This is an optimization exercise on Yosys and OpenROAD, whose aim is small area, a short achievable clock period and few clock cycles, not a production implementation. Where RTL was checked, it was by simulation tests only, not by an equivalence proof against the original. No activity file was given, so power comes from the tool's default toggle rates.

Setup of v23:
==> flow/design.v (excerpt) <==
module current_level_classifier #(
    parameter int MAX_SAMPLES = clc_pkg::MAX_SAMPLES_DEF,
    parameter int TOP_COUNT   = clc_pkg::TOP_COUNT_DEF
) (
    input  logic                              aclk,
    input  logic                              aresetn,
    input  logic                              s_tvalid,
    output logic                              s_tready,
    input  logic [clc_pkg::TDATA_IN_W-1:0]    s_tdata,    
    input  logic                              s_tuser,    
    input  logic                              s_tlast,
    output logic                              m_tvalid,
    input  logic                              m_tready,
    output logic [clc_pkg::TDATA_OUT_W-1:0]   m_tdata,    
    input  logic                              cfg_valid,
    output logic                              cfg_ready,
    input  logic [clc_pkg::CFG_IDX_W-1:0]     cfg_index,
    input  logic [clc_pkg::CUR_W-1:0]         cfg_data
);
Settings: LEC_CHECK=0, CAP_MARGIN=20, CORE_MARGIN=2, CORE_UTILIZATION=40, CTS_BUF_LIST=sky130_fd_sc_hd__clkbuf_8, SETUP_SLACK_MARGIN=2.85, SLEW_MARGIN=20; clock period 6.5 ns.
standard.sh (not shown) runs the stock make flow with config.mk's settings and CLKGATE_MAP_FILE= SYNTH_SCRIPT=/design/flow/synth_recipe.tcl, a recipe that flattens the netlist after the stock synthesis.
==> flow/flow/run.sh <==
#!/bin/bash
set -o pipefail
export BUFFER_PORTS_ARGS="-buffer_cell sky130_fd_sc_hd__buf_1"
bash standard.sh > standard.log 2>&1
v23 | status: complete | timing, DRC, antenna: pass
Testbench counts of v23, summed over its fixed seeds: cycles 36,491.
--- input diff v23..v18 ---
- SETUP_SLACK_MARGIN changed from 2.85 to 2.7
### Flow results
v18 went all the way through synthesis, placement and routing and the layout is clean on timing, DRC and antenna. Non-clock buffer count of v18 falls short of that of v23 by more than 10%. Diff v23 -> v18: global-route wire length before repair now sits lower, placed cell area about even, final critical-path setup slack decreased 140 ps. Against v23 as the reference, v18 delivers a lower worst hold slack. Re area growth from synthesis to layout: v23 and v18 aren't equal, and the higher value belongs to v23. On sequential power, v23 and v18 are neck and neck. v23 -> v18: area fraction in compound gates after synthesis delta 0, exact match.
Input changes introduced in v15 (baseline for comparison: v18):
- changing SETUP_SLACK_MARGIN from 2.7 to 2.4
Findings:
- v15 gives less fraction of layout instances using a drive strength above 1 than v18 did.
- The final reports for v15 and v18 show fraction of power consumed by combinational cells lower in the former.
- Going from v18 to v15, delay contributed by the slowest stage of the critical path saw little to no change; number of nets in the layout down about 1.3%; internal power summed over all cells lost 0.46%.
Here is what was changed in the inputs of v43 compared with v15.
- swapping 2.4 for 3.15 in SETUP_SLACK_MARGIN
## What came out
[compare] base=v15 new=v43: share of final layout cell area taken by clock buffers and inverters held, buffers inserted during post-CTS setup optimization went up. [compare] base=v15 new=v43: routed metal-1 wire length increased 4.2%, area growth from synthesis to layout up 10 points.


current_level_classifier, a different RTL version from the one above (not shown whole).
For scale: ~140 flip-flops, ~0.013 sq mm of cells after synthesis.
clock: 6.5 ns
lec_check: 0
cap_margin: 20
core_margin: 2
core_utilization: 40
cts_buf_list: sky130_fd_sc_hd__clkbuf_8
setup_slack_margin: 2.7
slew_margin: 20
Scripts as last shown in full above: flow/flow/run.sh
The baseline went through all stages and came out clean.
Testbench counts at the start, summed over its fixed seeds: cycles 36,491.
==> next run, changes <==
SETUP_SLACK_MARGIN = 2.4   (was 2.7)
Wire length goes down by 4.0%.
Hold slack improves by 0.0090 ns.
Cell area goes down by 4.1%.
Clock-buffer cell count goes down by 1.
Fmax goes down by 3.1%.
Total power goes down by 1.5%.
Worst setup slack degrades by 0.12 ns.
==> next run, changes <==
TNS_END_PERCENT = 5   (was not set)
After rerunning:
- final area is about the same
- global-route usage does not change
- synthesized area stays the same
==> next run, changes <==
SETUP_SLACK_MARGIN = 2.1   (was 2.4)
TNS_END_PERCENT = not set   (was 5)
Effect: Maximum frequency goes down by 4.1%. Core utilization fell by 0.28 points. Clock skew hardly moves. Flip-flop and latch count is unchanged. Sequential share of layout area climbs by 0.14 points. Global-route usage is about the same. Total power stays flat. Sequential power stays flat.


== run 1 ==
Another version of the RTL of current_level_classifier (not shown whole).
Size in the first run: roughly 1,500 cells after synthesis, about 52 I/O pins, about 14,000 µm² of cells after synthesis.
==> flow/config.mk <==
export PLATFORM = sky130hd
export DESIGN_NAME = current_level_classifier
export DESIGN_NICKNAME = current_level_classifier
export VERILOG_FILES = /design/flow/design.v
export SDC_FILE = /design/flow/constraint.sdc
export NUM_CORES = 4
export LEC_CHECK = 0
export CAP_MARGIN = 20
export CORE_MARGIN = 2
export CORE_UTILIZATION = 40
export SETUP_SLACK_MARGIN = 2.3
export SLEW_MARGIN = 20
==> flow/constraint.sdc <==
create_clock -name core_clock -period 6.5 [get_ports {aclk}]
set_input_delay 1.3000 -clock core_clock [delete_from_list [all_inputs] [get_ports {aclk}]]
set_output_delay 1.3000 -clock core_clock [all_outputs]
set_load 0.01 [all_outputs]
run.sh (not shown) runs the stock make flow with config.mk's settings and CLKGATE_MAP_FILE= SYNTH_SCRIPT=/design/flow/synth_recipe.tcl, a recipe that flattens the netlist after the stock synthesis.
Stock flow here: none of the scripts above is used.
Run 1: done, clean on timing, DRC and antenna
Modified inputs, run 2 compared to run 1
Settings: a change of SETUP_SLACK_MARGIN from 2.3 to 2.5.
==> comparison <==
Run 2 and run 1 ended up with nearly the same internal power contribution. | count of clock-buffer cells in the layout | run 2 vs run 1 | 4 lower |. Each of the runs, namely run 2 and run 1, reached the end of the flow and came out clean. The run showing the smaller final non-filler cell area is run 1. A highest routed metal layer of met5 is what run 1 shows, while met4 belongs to run 2.
For run 3, these inputs were changed with respect to run 2:
Settings: SETUP_SLACK_MARGIN now 3.5, was 2.5.
### Flow results
Run 3 vs. run 2: flip-flop and latch share of the layout cell area now sits lower, met3 routing resource usage after global routing went down 0.70 points. Relative area of non-clock buffer cells in the final design: run 3 higher than run 2.
Input-level comparison between run 4 and run 3:
Settings: SETUP_SLACK_MARGIN: 3.5 -> 2.0.
==> comparison <==
Going from run 3 to run 4, the number of standard cells in the layout, taps in and fillers out was found to have gone down by 6.1%.
Run 4 falls short of run 3 in fmax.
Final critical path time including I/O delays and setup: run 4 worse than run 3
Run 4: wire length on met1 7.8% below run 3
Re total area of multi-input combinational cells: run 3 was higher than run 4.
Function was not checked in any run of this note: the RTL went through the layout flow alone.

-- separate check: timing with driven ports --
The flow's constraints put no driver on any port. The routed layouts listed below were extracted and timed again, unchanged, in two steps.
Step 1 sets driving cells, clkbuf_16 on the clock port and buf_2 on the other inputs (assumed; they add their load-dependent delay and slew).
Step 2, shift: input delay + t, output delay - t, t = (earliest + latest rising clock arrival at the registers) / 2. This alone moves slack from input paths to output paths.
Slacks: ideal ports / drivers / drivers and shift; pairs: ideal ports / drivers.
run | t, ns | setup slack, ns | worst setup path at the end
v23 | 0.532 | 2.910 / 2.910 / 2.910 | register to register
v18 | 0.523 | 2.771 / 2.771 / 2.771 | register to register
v15 | 0.528 | 2.650 / 2.650 / 2.650 | register to register
v43 | 0.524 | 3.066 / 3.066 / 3.066 | register to register
the first run of note 2 | 0.514 | 2.658 / 2.658 / 2.658 | register to register
the second run of note 2 | 0.520 | 2.537 / 2.537 / 2.537 | register to register
the third run of note 2 | 0.519 | 2.511 / 2.511 / 2.511 | register to register
the fourth run of note 2 | 0.519 | 2.339 / 2.339 / 2.339 | register to register
run 1 | 0.499 | 2.465 / 2.465 / 2.465 | register to register
run 2 | 0.493 | 2.497 / 2.497 / 2.497 | register to register
run 3 | 0.491 | 2.586 / 2.586 / 2.586 | register to register
run 4 | 0.502 | 2.267 / 2.267 / 2.267 | register to register
After both steps setup and hold are still met in every run listed.
